This is an optimization exercise on Yosys and OpenROAD, whose aim is small area, a short achievable clock period and few clock cycles per item, not a production implementation. Where RTL was checked, it was by simulation tests only, not by an equivalence proof against the original. Function not checked in run 1: the RTL went through the layout flow alone. No activity file was given, so power comes from the tool's default toggle rates.

**flow/config.mk**
```make
export PLATFORM = sky130hd
export DESIGN_NAME = blob_slot_tracker
export DESIGN_NICKNAME = blob_slot_tracker
export VERILOG_FILES = /design/flow/design.v
export SDC_FILE = /design/flow/constraint.sdc
export NUM_CORES = 4
export LEC_CHECK = 0
export CAP_MARGIN = 20
export CORE_MARGIN = 2
export CORE_UTILIZATION = 40
export SLEW_MARGIN = 20
```
**flow/run.sh**
```bash
#!/bin/bash
# synth_recipe.tcl (not shown) runs the flow's synth.tcl, then flattens the netlist and writes it again
# the make line also repeats each setting of config.mk as NAME=value (left out here)
make -C /OpenROAD-flow-scripts/flow DESIGN_CONFIG=/design/flow/config.mk WORK_HOME=/design/flow/orfs CLKGATE_MAP_FILE= SYNTH_SCRIPT=/design/flow/synth_recipe.tcl finish
```
**flow/constraint.sdc**
```tcl
create_clock -name core_clock -period 13.0 [get_ports {clk}]
set_input_delay 2.6000 -clock core_clock [delete_from_list [all_inputs] [get_ports {clk}]]
set_output_delay 2.6000 -clock core_clock [all_outputs]
set_load 0.01 [all_outputs]
```
**flow/design.v**
```verilog
package bst_pkg;
  localparam int MAX_SLOTS   = 16;
  localparam int COORD_W     = 12;
  localparam int SLOT_W      = (MAX_SLOTS > 1) ? $clog2(MAX_SLOTS) : 1;
  localparam int CNT_W       = $clog2(MAX_SLOTS + 1);
  localparam int CFG_SLOTS_W = 5;
  localparam int N_W         = (CNT_W > CFG_SLOTS_W) ? CNT_W : CFG_SLOTS_W;
  localparam int RADIUS_W    = 8;
  localparam int CAP_W       = 6;
  localparam int ENERGY_W    = 8;
  localparam int IDX_OUT_W   = 4;
  localparam int STATUS_W    = 2;
  localparam int CFG_IDX_W   = 2;
  localparam int CFG_DATA_W  = 8;
  localparam int R2_W        = 2 * RADIUS_W;
  localparam int D2_W        = 2 * COORD_W + 1;
  localparam logic [STATUS_W-1:0] ST_TICK  = 2'd0;
  localparam logic [STATUS_W-1:0] ST_MATCH = 2'd1;
  localparam logic [STATUS_W-1:0] ST_CLAIM = 2'd2;
  localparam logic [STATUS_W-1:0] ST_DROP  = 2'd3;
  localparam logic [CFG_IDX_W-1:0] REG_SLOTS  = 2'd0;
  localparam logic [CFG_IDX_W-1:0] REG_RADIUS = 2'd1;
  localparam logic [CFG_IDX_W-1:0] REG_CAP    = 2'd2;
  localparam logic [CFG_SLOTS_W-1:0] RST_SLOTS  = 5'd16;
  localparam logic [RADIUS_W-1:0]    RST_RADIUS = 8'd5;
  localparam logic [CAP_W-1:0]       RST_CAP    = 6'd20;
  localparam logic signed [ENERGY_W-1:0] ENERGY_GAIN  = 8'sd2;
  localparam logic signed [ENERGY_W-1:0] ENERGY_DECAY = 8'sd1;
  typedef struct packed {
    logic start;
    logic tick_step;
    logic det_step;
    logic claim;
    logic load_out;
  } bst_cmd_t;
  typedef struct packed {
    logic empty;
    logic last;
    logic hit;
    logic out_free;
  } bst_stat_t;
endpackage
import bst_pkg::*;
module blob_slot_tracker (
  input  logic                       clk,
  input  logic                       rst,
  input  logic                       req_valid,
  output logic                       req_ready,
  input  logic                       req_type,
  input  logic [COORD_W-1:0]         req_det_x,
  input  logic [COORD_W-1:0]         req_det_y,
  output logic                       rsp_valid,
  input  logic                       rsp_ready,
  output logic [STATUS_W-1:0]        rsp_status,
  output logic [IDX_OUT_W-1:0]       rsp_slot_index,
  output logic signed [ENERGY_W-1:0] rsp_slot_energy,
  input  logic                       cfg_valid,
  output logic                       cfg_ready,
  input  logic [CFG_IDX_W-1:0]       cfg_index,
  input  logic [CFG_DATA_W-1:0]      cfg_data
);
  localparam int S  = MAX_SLOTS;
  localparam int TW = R2_W + 2;    
  localparam int CB = 5;           
  assign cfg_ready = 1'b1;
  function automatic logic [2*COORD_W-1:0] window(input logic [COORD_W-1:0] c,
                                                  input logic [RADIUS_W-1:0] rr);
    logic [COORD_W:0] lo, hi;
    lo = {1'b0, c} - {{(COORD_W-RADIUS_W+1){1'b0}}, rr};
    hi = {1'b0, c} + {{(COORD_W-RADIUS_W+1){1'b0}}, rr};
    window[2*COORD_W-1:COORD_W] = lo[COORD_W] ? '0 : lo[COORD_W-1:0];
    window[COORD_W-1:0]         = hi[COORD_W] ? '1 : hi[COORD_W-1:0];
  endfunction
  function automatic logic geq(input logic [COORD_W-1:0] a, input logic [COORD_W-1:0] b);
    logic ge;
    ge = 1'b1;
    for (int i = 0; i < COORD_W; i++) ge = (a[i] == b[i]) ? ge : a[i];
    geq = ge;
  endfunction
  function automatic logic inwin(input logic [2*COORD_W-1:0] w, input logic [COORD_W-1:0] c);
    inwin = geq(COORD_W'(c[COORD_W-1:CB]), COORD_W'(w[2*COORD_W-1:COORD_W+CB])) &&
            geq(COORD_W'(w[COORD_W-1:CB]), COORD_W'(c[COORD_W-1:CB]));
  endfunction
  function automatic logic [7:0] absdiff8(input logic [9:0] a, input logic [9:0] b);
    logic [9:0] d, e, m;
    d = a - b;
    e = b - a;
    m = d[9] ? e : d;
    absdiff8 = m[8] ? 8'hff : m[7:0];
  endfunction
  function automatic logic [S-1:0] lowest(input logic [S-1:0] m);
    logic [S-1:0] seen;
    seen[0] = 1'b0;
    for (int j = 1; j < S; j++) seen[j] = seen[j-1] | m[j-1];
    lowest = m & ~seen;
  endfunction
  function automatic logic [SLOT_W-1:0] enc(input logic [S-1:0] oh);
    enc = '0;
    for (int j = 0; j < S; j++) if (oh[j]) enc = enc | SLOT_W'(j);
  endfunction
  function automatic logic [5*TW-1:0] sq_rows(input logic [7:0] a);
    logic [TW-1:0] row [5];
    int            h [TW];
    for (int r = 0; r < 5; r++) row[r] = '0;
    for (int k = 0; k < TW; k++) h[k] = 0;
    for (int i = 0; i < 8; i++) begin
      row[h[2*i]][2*i] = a[i];
      h[2*i]++;
      for (int j = i + 1; j < 8; j++) begin
        row[h[i+j+1]][i+j+1] = a[i] & a[j];
        h[i+j+1]++;
      end
    end
    sq_rows = {row[4], row[3], row[2], row[1], row[0]};
  endfunction
  function automatic logic circle(input logic [7:0] a, input logic [7:0] b,
                                  input logic [TW-1:0] k);
    logic [5*TW-1:0] ra, rb;
    logic [TW-1:0]   t;
    ra = sq_rows(a);
    rb = sq_rows(b);
    t  = ra[0*TW +: TW] + ra[1*TW +: TW] + ra[2*TW +: TW] + ra[3*TW +: TW] + ra[4*TW +: TW]
       + rb[0*TW +: TW] + rb[1*TW +: TW] + rb[2*TW +: TW] + rb[3*TW +: TW] + rb[4*TW +: TW]
       + k;
    circle = !t[TW-1];
  endfunction
  logic [CFG_SLOTS_W-1:0] slots_in_use;
  logic [RADIUS_W-1:0]    radius;
  logic [CAP_W-1:0]       cap;
  logic [TW-1:0]          kr2;     
  always_ff @(posedge clk) begin
    if (rst) begin
      slots_in_use <= RST_SLOTS;
      radius       <= RST_RADIUS;
      cap          <= RST_CAP;
    end else if (cfg_valid) begin
      unique case (cfg_index)
        REG_SLOTS:  slots_in_use <= cfg_data[CFG_SLOTS_W-1:0];
        REG_RADIUS: radius       <= cfg_data[RADIUS_W-1:0];
        REG_CAP:    cap          <= cfg_data[CAP_W-1:0];
        default: begin
        end
      endcase
    end
  end
  logic [5*TW-1:0] rr_rows;
  assign rr_rows = sq_rows(radius);
  always_ff @(posedge clk) begin
    kr2 <= TW'(1 << (TW - 1)) - (rr_rows[0*TW +: TW] + rr_rows[1*TW +: TW] + rr_rows[2*TW +: TW]
                                 + rr_rows[3*TW +: TW] + rr_rows[4*TW +: TW]);
  end
  logic [S-1:0] slot_en;
  always_comb begin
    for (int j = 0; j < S; j++) slot_en[j] = (N_W'(slots_in_use) > N_W'(j));
  end
  logic                        rnz;
  logic [RADIUS_W-1:0]         rm1;
  logic signed [ENERGY_W-1:0]  cap_s;
  logic signed [ENERGY_W-1:0]  claim_e;
  logic [RADIUS_W-1:0]         tin;     
  always_ff @(posedge clk) begin
    rnz <= |radius;
    rm1 <= radius - RADIUS_W'(1);
    tin <= RADIUS_W'(({4'b0, radius} + {3'b0, radius, 1'b0} + {1'b0, radius, 3'b0}) >> 4);
  end
  assign cap_s   = $signed({{(ENERGY_W-CAP_W){1'b0}}, cap});
  assign claim_e = (|cap) ? ENERGY_GAIN : '0;
  logic [S-1:0]                     act;
  logic [S-1:0][COORD_W-1:0]        sx;
  logic [S-1:0][COORD_W-1:0]        sy;
  logic [S-1:0][ENERGY_W-1:0]       se;
  logic               sk_v, sk_t;
  logic [COORD_W-1:0] sk_x, sk_y;
  logic               p1_v, p1_t;
  logic [COORD_W-1:0] p1_x, p1_y;
  logic               p2_v, p2_t;
  logic [COORD_W-1:0] p2_x, p2_y;
  logic [S-1:0]       p2_m;
  logic               p3_v, p3_t, p3_rp, p3_w;
  logic [COORD_W-1:0] p3_x, p3_y;
  logic [S-1:0]       p3_m;       
  logic [S-1:0]       p3_c;       
  logic [7:0]         p3_ax, p3_ay;
  logic               p3_fb;      
  logic               p3_of;      
  logic               exc_q;      
  logic [S-1:0]       last_upd;   
  logic               osk_v;
  logic [STATUS_W-1:0]  osk_st;
  logic [IDX_OUT_W-1:0] osk_idx;
  logic [ENERGY_W-1:0]  osk_en;
  logic complete, adv2, adv1, p1_ld;
  assign adv2      = !p3_v || complete;
  assign adv1      = !p2_v || adv2;
  assign p1_ld     = !p1_v || adv1;
  assign req_ready = !sk_v;
  logic [2*COORD_W-1:0] wx1, wy1;
  logic [S-1:0]         box1;
  logic                 box13;    
  assign wx1 = window(p1_x, rm1);
  assign wy1 = window(p1_y, rm1);
  always_comb begin
    for (int j = 0; j < S; j++)
      box1[j] = p1_t && rnz && act[j] && inwin(wx1, sx[j]) && inwin(wy1, sy[j]);
  end
  assign box13 = p1_t && rnz && inwin(wx1, p3_x) && inwin(wy1, p3_y);
  logic [S-1:0]       pk_m, pk_c;
  logic [9:0]         pk_x, pk_y, pk_cx, pk_cy;
  logic [7:0]         pk_ax, pk_ay;
  assign pk_m  = p3_rp ? p3_m : p2_m;
  assign pk_x  = p3_rp ? p3_x[9:0] : p2_x[9:0];
  assign pk_y  = p3_rp ? p3_y[9:0] : p2_y[9:0];
  assign pk_c  = lowest(pk_m);
  always_comb begin
    pk_cx = '0;
    pk_cy = '0;
    for (int j = 0; j < S; j++) begin
      pk_cx = pk_cx | ({10{pk_c[j]}} & sx[j][9:0]);
      pk_cy = pk_cy | ({10{pk_c[j]}} & sy[j][9:0]);
    end
  end
  assign pk_ax = absdiff8(pk_x, pk_cx);
  assign pk_ay = absdiff8(pk_y, pk_cy);
  logic [2*COORD_W-1:0] wx2, wy2;
  logic                 fb2;
  assign wx2 = window(p2_x, rm1);
  assign wy2 = window(p2_y, rm1);
  assign fb2 = p2_t && rnz && inwin(wx2, p3_x) && inwin(wy2, p3_y);
  logic [7:0]           fx2, fy2;
  assign fx2 = absdiff8(p2_x[9:0], p3_x[9:0]);
  assign fy2 = absdiff8(p2_y[9:0], p3_y[9:0]);
  always_ff @(posedge clk) begin
    exc_q <= circle(p3_ax, p3_ay, kr2);
  end
  logic [S-1:0] s_oh, below_c, below_s, rem, free_oh;
  logic         sv, cs, cv, act_c, crel, s_below_c, c_below_s, rem_below_s, rem_any;
  logic         oc, kc, vc, hs, su, hc, rsu, unc;
  logic         sel_s, sel_c, nomatch, has_free, rpl, base, tick_done;
  logic [ENERGY_W-1:0]        b_c, b_s, nb_c, nb_s, new_b, claim_b;
  logic signed [ENERGY_W-1:0] e_c, e_s, he_c, he_s;
  logic [ENERGY_W-1:0] tcnt, tm1;
  assign s_oh = last_upd;
  assign sv   = |last_upd;
  assign cv   = |p3_c;
  always_comb begin
    for (int j = 0; j < S; j++) begin
      below_c[j] = !cv;
      below_s[j] = 1'b0;
      for (int k = j + 1; k < S; k++) begin
        below_c[j] = below_c[j] | p3_c[k];
        below_s[j] = below_s[j] | s_oh[k];
      end
    end
    b_c = '0;
    b_s = '0;
    for (int j = 0; j < S; j++) begin
      b_c = b_c | ({ENERGY_W{p3_c[j]}} & se[j]);
      b_s = b_s | ({ENERGY_W{s_oh[j]}} & se[j]);
    end
  end
  assign cs        = |(p3_c & s_oh);
  assign act_c     = |(p3_c & act);
  assign crel      = cv && !cs && act_c;       
  assign s_below_c = |(s_oh & below_c);
  assign c_below_s = cv && !cs && !s_below_c;
  assign oc        = geq(COORD_W'(tin), COORD_W'(p3_ax)) && geq(COORD_W'(tin), COORD_W'(p3_ay));
  assign kc        = oc || p3_w;
  assign vc        = oc || exc_q;
  assign hc        = crel && vc;
  assign hs        = sv && p3_fb && p3_of;
  assign su        = sv && p3_fb && !p3_of;
  assign rsu       = su && !(crel && kc && vc && c_below_s);
  assign unc       = !rsu && crel && !kc;
  assign rem         = p3_m & ~p3_c & ~s_oh & act;
  assign rem_any     = |rem;
  assign rem_below_s = |(rem & below_s);
  assign sel_s    = hs && (s_below_c || cs || (!hc && !rem_below_s));
  assign sel_c    = hc && !(hs && (s_below_c || cs));
  assign nomatch  = !sel_s && !sel_c && !rem_any;
  assign rpl      = !sel_s && !sel_c && rem_any;
  assign free_oh  = lowest(~act & slot_en);
  assign has_free = |(~act & slot_en);
  assign base      = p3_v && !p3_rp && !osk_v;
  assign complete  = base && !(p3_t && (rsu || unc || rpl));
  assign tick_done = base && !p3_t;
  assign e_c     = $signed(b_c - tcnt);
  assign e_s     = $signed(b_s - tcnt);
  assign he_c    = (e_c < cap_s) ? e_c + ENERGY_GAIN : e_c;
  assign he_s    = (e_s < cap_s) ? e_s + ENERGY_GAIN : e_s;
  assign nb_c    = (e_c < cap_s) ? b_c + ENERGY_W'(ENERGY_GAIN) : b_c;
  assign nb_s    = (e_s < cap_s) ? b_s + ENERGY_W'(ENERGY_GAIN) : b_s;
  assign claim_b = tcnt + claim_e;
  assign new_b   = sel_s ? nb_s : (sel_c ? nb_c : claim_b);
  logic [S-1:0] upd;
  assign upd = (base && p3_t && !rsu && !unc) ? (({S{sel_s}} & s_oh) | ({S{sel_c}} & p3_c) |
                                                 ({S{nomatch}} & free_oh)) : '0;
  logic [S-1:0] kill;
  always_comb begin
    for (int j = 0; j < S; j++) kill[j] = tick_done && act[j] && (se[j] == tm1);
  end
  logic [STATUS_W-1:0]  r_st;
  logic [IDX_OUT_W-1:0] r_idx;
  logic [ENERGY_W-1:0]  r_en;
  always_comb begin
    if (!p3_t) begin
      r_st = ST_TICK;  r_idx = '0;                       r_en = '0;
    end else if (sel_s) begin
      r_st = ST_MATCH; r_idx = IDX_OUT_W'(enc(s_oh));    r_en = he_s;
    end else if (sel_c) begin
      r_st = ST_MATCH; r_idx = IDX_OUT_W'(enc(p3_c));    r_en = he_c;
    end else if (has_free) begin
      r_st = ST_CLAIM; r_idx = IDX_OUT_W'(enc(free_oh)); r_en = claim_e;
    end else begin
      r_st = ST_DROP;  r_idx = '0;                       r_en = '0;
    end
  end
  always_ff @(posedge clk) begin
    if (rst) begin
      sk_v <= 1'b0;
      p1_v <= 1'b0;
      p2_v <= 1'b0;
      p3_v <= 1'b0;
      p3_rp <= 1'b0;
      p3_w <= 1'b0;
      last_upd <= '0;
    end else begin
      if (p1_ld) begin
        p1_v <= sk_v || req_valid;
        sk_v <= 1'b0;
      end else if (req_valid && !sk_v) begin
        sk_v <= 1'b1;
      end
      if (adv1) p2_v <= p1_v;
      if (adv2) begin
        p3_v  <= p2_v;
        p3_rp <= 1'b0;
        p3_w  <= 1'b0;
      end else if (p3_rp) begin
        p3_rp <= 1'b0;
      end else if (base && p3_t && (rsu || (!unc && rpl))) begin
        p3_rp <= 1'b1;
        p3_w  <= 1'b0;
      end else if (base && p3_t && unc) begin
        p3_w  <= 1'b1;
      end
      if (adv2) last_upd <= upd;
      else if (p3_rp) last_upd <= '0;
    end
  end
  always_ff @(posedge clk) begin
    if (!sk_v) begin
      sk_t <= req_type;
      sk_x <= req_det_x;
      sk_y <= req_det_y;
    end
    if (p1_ld) begin
      p1_t <= sk_v ? sk_t : req_type;
      p1_x <= sk_v ? sk_x : req_det_x;
      p1_y <= sk_v ? sk_y : req_det_y;
    end
    if (adv1) begin
      p2_t <= p1_t;
      p2_x <= p1_x;
      p2_y <= p1_y;
      for (int j = 0; j < S; j++) p2_m[j] <= upd[j] ? box13 : (box1[j] && !kill[j]);
    end else begin
      for (int j = 0; j < S; j++) p2_m[j] <= upd[j] ? fb2 : (p2_m[j] && !kill[j]);
    end
    if (adv2) begin
      p3_t  <= p2_t;
      p3_x  <= p2_x;
      p3_y  <= p2_y;
      p3_fb <= fb2;
      p3_of <= geq(COORD_W'(tin), COORD_W'(fx2)) && geq(COORD_W'(tin), COORD_W'(fy2));
    end
    if (adv2 || p3_rp) begin
      p3_m  <= pk_m;
      p3_c  <= pk_c;
      p3_ax <= pk_ax;
      p3_ay <= pk_ay;
    end else if (base && p3_t && rsu) begin
      p3_m <= (p3_m & act & ~s_oh) | s_oh;
    end else if (base && p3_t && !unc && rpl) begin
      p3_m <= rem | (hs ? s_oh : '0);
    end
  end
  always_ff @(posedge clk) begin
    if (rst) begin
      tcnt <= '0;
      tm1  <= '1;
    end else if (tick_done) begin
      tcnt <= tcnt + ENERGY_W'(1);
      tm1  <= tcnt;
    end
  end
  always_ff @(posedge clk) begin
    if (rst) begin
      act <= '0;
    end else begin
      for (int j = 0; j < S; j++) begin
        if (kill[j]) act[j] <= 1'b0;
        if (upd[j])  act[j] <= 1'b1;
      end
      if (cfg_valid && cfg_index == REG_SLOTS) act <= '0;
    end
  end
  always_ff @(posedge clk) begin
    for (int j = 0; j < S; j++) begin
      if (upd[j]) begin
        sx[j] <= p3_x;
        sy[j] <= p3_y;
        se[j] <= new_b;
      end
    end
  end
  always_ff @(posedge clk) begin
    if (rst) begin
      rsp_valid <= 1'b0;
      osk_v     <= 1'b0;
    end else if (osk_v) begin
      if (rsp_ready) begin
        rsp_status      <= osk_st;
        rsp_slot_index  <= osk_idx;
        rsp_slot_energy <= osk_en;
        osk_v           <= 1'b0;
      end
    end else if (complete) begin
      if (!rsp_valid || rsp_ready) begin
        rsp_valid       <= 1'b1;
        rsp_status      <= r_st;
        rsp_slot_index  <= r_idx;
        rsp_slot_energy <= r_en;
      end else begin
        osk_v   <= 1'b1;
        osk_st  <= r_st;
        osk_idx <= r_idx;
        osk_en  <= r_en;
      end
    end else if (rsp_ready) begin
      rsp_valid <= 1'b0;
    end
  end
endmodule
```
==> results.cfg, run 1 <==
[status]
status = complete, no violations

[min_path]
holdCritPathClass = reg -> reg

[timing]
clock_skew_ns = 0.0430
post-route-min-period_ns = 6.69
finalCritPeriodShare_pct = 51.5
slew_viol_final = 0
rsz0062_at_grt = no
holdWs_ns = 0.462
fin_tns_setup_ns = 0
timing.fmax_mhz = 149
setup_violations = 0
hold_viol = 0
worst_slew_pin_slew_ns = 1.20
maxSlewHeadroom_pct = 19.4

[cells_and_area]
drive_gt1_share_pct = 8.73
final_nets = 5572
seqCellArea_um2 = 23000
fin_util_pct = 44.8
area_growth_pct = 11.4
fillers = 12373
multi_input_area_um2 = 27500

[routing]
viasPerCell = 6.49
drt-initial-drc-count = 6627
drc = 0
antenna_left = 0
wirelength_mm = 207
drt_pass1_iterations = 9
wire_per_inst_um = 29.4
num_vias = 45667

[grt]
grt.total_usage_pct = 29.7
grt.overflow.total = 0
grt_max_degree = 57
antenna_found_initial = 12
grt_pass1_wl_mm = 296
grt_pass1_vias = 42811

[power]
p_leak_nw = 21.4
power.density_nw_per_um2 = 135
irDropWorstVdd_v = 0.000151

[cts]
post_cts_buffers = 0
cts-root-buf = clkbuf_16
cts_made_buffers = 92
clkTransAtPathRegs_ns = 0.06
insertion_delay_ns = 0.74
cts_resized = 0
cts_tree = built
clock_sinks = 816
cts_hold_repair.buffers = 0
clock_path_buffers = 3
htree_levels = 3

[worst_setup_path]
reg2reg_slack_ns = 6.31
worstPathArrival_ns = 7.14
cp-endpoint = p3_ax[7]$_SDFFCE_PP1N_
r2r-start = p3_rp$_SDFF_PP0_
crit_start = p3_rp$_SDFF_PP0_
critPathKind = reg -> reg
cp_max_fo = 39
regToRegEndpoint = p3_ax[7]$_SDFFCE_PP1N_
reg2reg_depth = 21
startpoint_type = register
cp-end-kind = register
crit_required_ns = 13.45

[floorplan]
start_util_pct = 40.2
dieWidth_um = 367
dieArea_um2 = 134000
die_h_um = 367
core_area_um2 = 131000
pin_count = 57
row_count = 133

[synthesis]
synth.avg_cell_area_um2 = 10.1
synthDistinctLibCells = 117
synth_area_um2 = 52600
synth_top_area_share_pct = 38.0
ys.flop_type = edfxtp_1
ys_seq_elements = 816
synth_edf_count = 665
ys_seq_area_share_pct = 43.7
ys_warn_count = 7
synthCells = 5214
async_flop_share_pct = 0
synth_area_leader_cell = edfxtp_1
synth.area.top_cells = edfxtp_1 38%, ha_1 5.8%, dfxtp_1 5.7%
synth_nets = 5586

[job]
maxCapViolCount = 0

[placement]
port_buffers = 55
place_congestion = 1.01
dp_hpwl_mm = 144
-- synth_stat cells, drive strengths merged, types with 89 or more instances --
cell type / number
edfxtp: 665
nor2: 335
inv: 326
nand4: 115
a221oi: 98
clkbuf: 245
nand2: 393
xnor2: 157
fa: 89
dfxtp: 151
a21oi: 271
a22oi: 148
ha: 243
nand3: 138
o21ai: 227
-- routing by layer --
metal	vias to the layer above	track usage (%)	share of wire [%]
met1	22316	40.5	40
li1	19785	-	-
met4	6	13.9	5.4
met5	-	0	0.021
met3	600	6.90	12
met2	2960	44.5	43
-- stage by stage --
stage	cell area, um^2	std cells	power [mW]	worst slack [ns]
2_1_floorplan	52600	5214	4.62	7.72
3_3_place_gp	55500	6861	5.22	6.61
3_5_place_dp	55500	6861	5.27	6.51
4_1_cts	58600	7034	7.97	6.48
5_1_grt	58600	7034	8.40	5.76
6_report	58600	7035	7.92	6.31
-- report_power, final --
group / switching, mW / internal, mW
Sequential: 0.0976 / 2.87
Clock: 1.16 / 1.56
Combinational: 1.25 / 0.986
Total: 2.51 / 5.42
-- final cells by class --
cell class / instances / share of cell area [%]
timing repair buffer: 197 / 2.75
multi-input combinational: 3764 / 46.9
inverter: 329 / 2.11
clock inverter: 40 / 0.890
sequential: 816 / 39.2
tap: 1755 / 3.75
antenna: 1 / 0.00427
clock buffer: 133 / 4.41
-- sequential cells by signal, indices dropped and copies added, names as in the netlist, 16 cells and up --
register / flops
p2_m: 16
sy: 192
sx: 192
last_upd: 16
p3_m: 16
se: 128
p3_c: 16
kr2: 17
act: 16
-- worst min path at each step --
stage,from,slack (ns),to,cells past startpoint
after floorplan,p1_t$_DFFE_PP_,0.42,p2_t$_DFFE_PN_,0
after global placement,p1_t$_DFFE_PP_,0.42,p2_t$_DFFE_PN_,0
after detailed placement,p1_t$_DFFE_PP_,0.46,p2_t$_DFFE_PN_,0
after CTS,p1_t$_DFFE_PP_,0.47,p2_t$_DFFE_PN_,0
after global routing,sk_t$_DFF_P_,0.49,sk_t$_DFF_P_,1
final,p1_t$_DFFE_PP_,0.46,p2_t$_DFFE_PN_,0
-- cell families after synthesis --
| logic type | Yosys count | share of synthesized area (%) |
|---|---|---|
| DFF | 816 | 43.7 |
| other | 1 | 0.00713 |
| muxes | 110 | 2.21 |
| xor gates and xnor gates | 222 | 3.71 |
| adders and majority gates | 383 | 10.2 |
| and+or+nand+nor | 1459 | 13.8 |
| AOI/OAI and AO/OA | 1589 | 21.7 |
| buffers and inverters | 634 | 4.67 |
-- placed cells by master (no fill, tap or decap), types with 142 or more instances in the layout --
cell / instances
nand2_1: 393
dfxtp_1: 150
xnor2_1: 156
a21oi_1: 262
ha_1: 243
o21ai_0: 214
inv_1: 319
a22oi_1: 147
buf_4: 142
nor2_1: 328
edfxtp_1: 665
-- critical path, stage by stage (launching register included) --
cell       delay [ns]
dfxtp_4          0.61
mux2i_1          0.45
o211ai_1         0.33
nor4b_2          0.44
nand4_1          0.22
a21oi_2          0.15
buf_4            0.34
a22o_1           0.19
a211o_1          0.21
ha_1             0.28
nor2b_1          0.14
o21ai_0          0.22
a21oi_1          0.11
o21ai_0          0.25
a21oi_1          0.11
o21ai_0          0.22
a21boi_0         0.12
o21ai_0          0.21
nor3b_2          0.79
a2111oi_0        0.21
o21ai_1          0.59
nand4_1          0.18
==> run 2: changes to the inputs <==
--- a/flow/design.v
+++ b/flow/design.v
@@ -71,15 +71,8 @@
     window[2*COORD_W-1:COORD_W] = lo[COORD_W] ? '0 : lo[COORD_W-1:0];
     window[COORD_W-1:0]         = hi[COORD_W] ? '1 : hi[COORD_W-1:0];
   endfunction
-  function automatic logic geq(input logic [COORD_W-1:0] a, input logic [COORD_W-1:0] b);
-    logic ge;
-    ge = 1'b1;
-    for (int i = 0; i < COORD_W; i++) ge = (a[i] == b[i]) ? ge : a[i];
-    geq = ge;
-  endfunction
   function automatic logic inwin(input logic [2*COORD_W-1:0] w, input logic [COORD_W-1:0] c);
-    inwin = geq(COORD_W'(c[COORD_W-1:CB]), COORD_W'(w[2*COORD_W-1:COORD_W+CB])) &&
-            geq(COORD_W'(w[COORD_W-1:CB]), COORD_W'(c[COORD_W-1:CB]));
+    inwin = (c[COORD_W-1:CB] >= w[2*COORD_W-1:COORD_W+CB]) && (c[COORD_W-1:CB] <= w[COORD_W-1:CB]);
   endfunction
   function automatic logic [7:0] absdiff8(input logic [9:0] a, input logic [9:0] b);
     logic [9:0] d, e, m;
@@ -124,6 +117,13 @@
        + k;
     circle = !t[TW-1];
   endfunction
+  function automatic logic octagon(input logic [7:0] a, input logic [7:0] b,
+                                   input logic [RADIUS_W-1:0] rr);
+    logic [8:0] u, v;
+    u = {1'b0, a} + {2'b0, b[7:1]};
+    v = {1'b0, b} + {2'b0, a[7:1]};
+    octagon = (u < {1'b0, rr}) && (v < {1'b0, rr});
+  endfunction
   logic [CFG_SLOTS_W-1:0] slots_in_use;
   logic [RADIUS_W-1:0]    radius;
   logic [CAP_W-1:0]       cap;
@@ -263,7 +263,7 @@
   assign crel      = cv && !cs && act_c;       
   assign s_below_c = |(s_oh & below_c);
   assign c_below_s = cv && !cs && !s_below_c;
-  assign oc        = geq(COORD_W'(tin), COORD_W'(p3_ax)) && geq(COORD_W'(tin), COORD_W'(p3_ay));
+  assign oc        = (p3_ax <= tin) && (p3_ay <= tin);
   assign kc        = oc || p3_w;
   assign vc        = oc || exc_q;
   assign hc        = crel && vc;
@@ -371,7 +371,7 @@
       p3_x  <= p2_x;
       p3_y  <= p2_y;
       p3_fb <= fb2;
-      p3_of <= geq(COORD_W'(tin), COORD_W'(fx2)) && geq(COORD_W'(tin), COORD_W'(fy2));
+      p3_of <= octagon(fx2, fy2, radius);
     end
     if (adv2 || p3_rp) begin
       p3_m  <= pk_m;
==> run 2 against run 1 <==
Compared with the run above: global-route usage decreased by 3.3 points; non-clock buffer count is 16 higher; combinational power grew 110%; routed wire length shrank 4.6%; still clean on timing, DRC and antenna; first-iteration DRC count down 22%; area after synthesis increased by 9.2%; cell count increased by 6.9%; setup slack got worse by 0.58 ns; die area rose by 9.1%; highest routed layer is now met4; via count grew 0.88%; synthesized cell count rose by 4.6%.
==> results.cfg, run 2 <==
[timing]
clock_skew_ns = 0.0593
timing.fmax_mhz = 138
slew_viol_final = 0
finalCritPeriodShare_pct = 55.9
hold_viol = 0
maxSlewHeadroom_pct = 13.6
fin_tns_setup_ns = 0
post-route-min-period_ns = 7.27
holdWs_ns = 0.470
rsz0062_at_grt = no
worst_slack_ns = 5.73
setup_violations = 0
worst_slew_pin_slew_ns = 1.30

[power]
power.density_nw_per_um2 = 167
p_total_mw = 10.7
p_leak_nw = 25.1
irDropWorstVdd_v = 0.000302

[placement]
dp_hpwl_mm = 140
dp_cells = 7331
port_buffers = 55
pre_cts_ws_ns = 5.98
place_area_um2 = 60800
place_congestion = 0.967

[cts]
clock_path_buffers = 3
post_cts_buffers = 0
clock_sinks = 816
cts_made_buffers = 98
cts_hold_repair.buffers = 0
htree_levels = 3
clkTransAtPathRegs_ns = 0.06
cts_tree = built
cts_resized = 0
insertion_delay_ns = 0.75
cts-root-buf = clkbuf_16

[cells_and_area]
fillers = 13309
layout_common_cells = 791 x ha_1, 665 x edfxtp_1, 303 x nand2_1, 289 x a21oi_1, 280 x inv_1
largest_registers = sx (192), sy (192), se (128)
fin_util_pct = 44.9
area_growth_pct = 11.9
layout_commonest_cell = ha_1
final_nets = 6452
stdcell_count = 7521
final_area_um2 = 64300
drive_gt1_share_pct = 8.23

[grt]
grt_pass1_wl_mm = 292
grt_max_degree = 52
antenna_found_initial = 4
grt_pass1_vias = 44410
grt.overflow.total = 0
grt.total_usage_pct = 26.4

[routing]
wire_per_inst_um = 26.2
antenna_left = 0
num_vias = 46067
wirelength_mm = 197
drt-initial-drc-count = 5156
drc = 0
viasPerCell = 6.13
drt_pass1_iterations = 9

[floorplan]
die_h_um = 383
pin_count = 57
dieArea_um2 = 147000
dieWidth_um = 383
core_area_um2 = 143000
row_count = 139
start_util_pct = 40.2

[worst_setup_path]
startpoint_type = register
crit_required_ns = 13.55
critPathKind = reg -> reg
worstPathArrival_ns = 7.82
cp_max_fo = 39
cp-end-kind = register

[synthesis]
synth_compound_area_share_pct = 16.7
async_flop_share_pct = 0
synthDistinctLibCells = 109
ys.flop_type = edfxtp_1
yosys.area_share.simple_pct = 13.9
synth_edf_count = 665
ys_seq_elements = 816
yosysMostFrequentCell = ha_1
synth.avg_cell_area_um2 = 10.5
synthAdderAreaFrac_pct = 20.4
ys_seq_area_share_pct = 40.0
synth.area.top_cells = edfxtp_1 35%, ha_1 17%, dfxtp_1 5.3%
muxShareOfSynthArea_pct = 1.57
synth_area_leader_cell = edfxtp_1
synth_nets = 6376
synth_top_area_share_pct = 34.7
synth_area_um2 = 57500
synth_commonest_cells = 791 x ha_1, 665 x edfxtp_1, 303 x nand2_1
synthCells = 5454
synth_xor_area_share_pct = 3.73
synth_top_family_by_area = adder cells
ys_warn_count = 7

[job]
maxCapViolCount = 0

[status]
status = complete, no violations

[min_path]
holdCritPathClass = reg -> reg
[run 2: cell types whose count changed in the layout (fill, tap and decap cells not counted), sizes merged, moves of 38 or more]
cell,delta
a21o,+49
a22o,-41
ha,+548
inv,-43
maj3,-51
nand2,-89
nand2b,+77
nand3,+38
nor2,-80
nor2b,+72
[run 2: area by class of cell]
type / instances / area (um^2) / area share [%]
clock inverter: 58 / 777 / 1.21
timing repair buffer: 213 / 1730 / 2.68
multi-input combinational: 4105 / 32600 / 50.7
clock buffer: 128 / 2730 / 4.24
tap: 1903 / 2380 / 3.70
antenna: 2 / 5.00 / 0.00778
sequential: 816 / 23000 / 35.8
inverter: 296 / 1110 / 1.73
[run 2: worst paths after layout]
| check | start | endpoint | cells after the start | slack, ns |
|---|---|---|---|---|
| setup / recovery | p3_rp$_SDFF_PP0_ | p3_ax[4]$_SDFFCE_PP1N_ | 20 | 5.73 |
| hold / removal | sk_x[2]$_DFF_P_ | sk_x[2]$_DFF_P_ | 1 | 0.47 |
| setup reg to reg | p3_rp$_SDFF_PP0_ | p3_ax[4]$_SDFFCE_PP1N_ | 20 | 5.73 |
| hold reg to reg | sk_x[2]$_DFF_P_ | sk_x[2]$_DFF_P_ | 1 | 0.47 |
[run 2: critical path, cell delays in order, from the launching register on]
cell      delay [ns]
dfxtp_2         0.63
clkinv_1        0.72
buf_4           0.48
nand2_1         0.15
a211oi_4        0.07
buf_4           0.30
a221oi_1        0.33
nand3_1         0.15
a221oi_1        0.49
nand3_1         0.26
a221o_1         0.35
ha_1            0.48
o21ai_0         0.23
nand2b_1        0.07
o21a_1          0.16
a31o_2          0.52
nand4_1         0.23
a41oi_1         0.16
nor4_1          0.89
buf_4           0.27
o21bai_1        0.11
[run 2: cell families after synthesis]
| kind of cell | after synthesis |
|---|---|
| xor gates and xnor gates | 245 |
| buffers and inverters | 533 |
| muxes | 85 |
| adders and majority gates | 882 |
| AOI/OAI and AO/OA | 1377 |
| and+or+nand+nor | 1515 |
| DFF | 816 |
| other | 1 |
[run 2: layer usage]
layer | global-route usage (%) | vias to the layer above | wire (um)
li1 | - | 20861 | -
met1 | 36.0 | 22412 | 83600
met2 | 41.4 | 2283 | 87900
met3 | 4.34 | 511 | 16500
met4 | 11.1 | 0 | 9250
met5 | 0 | - | 0
[run 2: power breakdown]
part / internal [mW] / switching [mW]
combinational: 2.09 / 2.57
clock: 1.76 / 1.22
sequential: 2.93 / 0.153
Testbench counts of run 2, summed over its fixed seeds: cycles 5,855, items 5,802.

[port drivers added, routing unchanged]
How much do the figures lean on ideal ports? The routed layouts below were timed once more, with nothing changed but the port constraints. Step 1 assumes that a clkbuf_16 drives the clock port and a buf_2 every other input. Step 2 also shifts input and output timing later by t, the mid clock arrival at the registers, as if the neighbouring blocks saw the same clock. Three values: ideal, step 1, step 2; two values: the first two.
run	t (ns)	slack for setup (ns)	clock arrival spread, ns
run 1	0.792	6.311 / 6.311 / 6.311	0.043 / 0.043
run 2	0.801	5.731 / 5.731 / 5.731	0.060 / 0.060
After both steps every run listed still meets setup and hold.
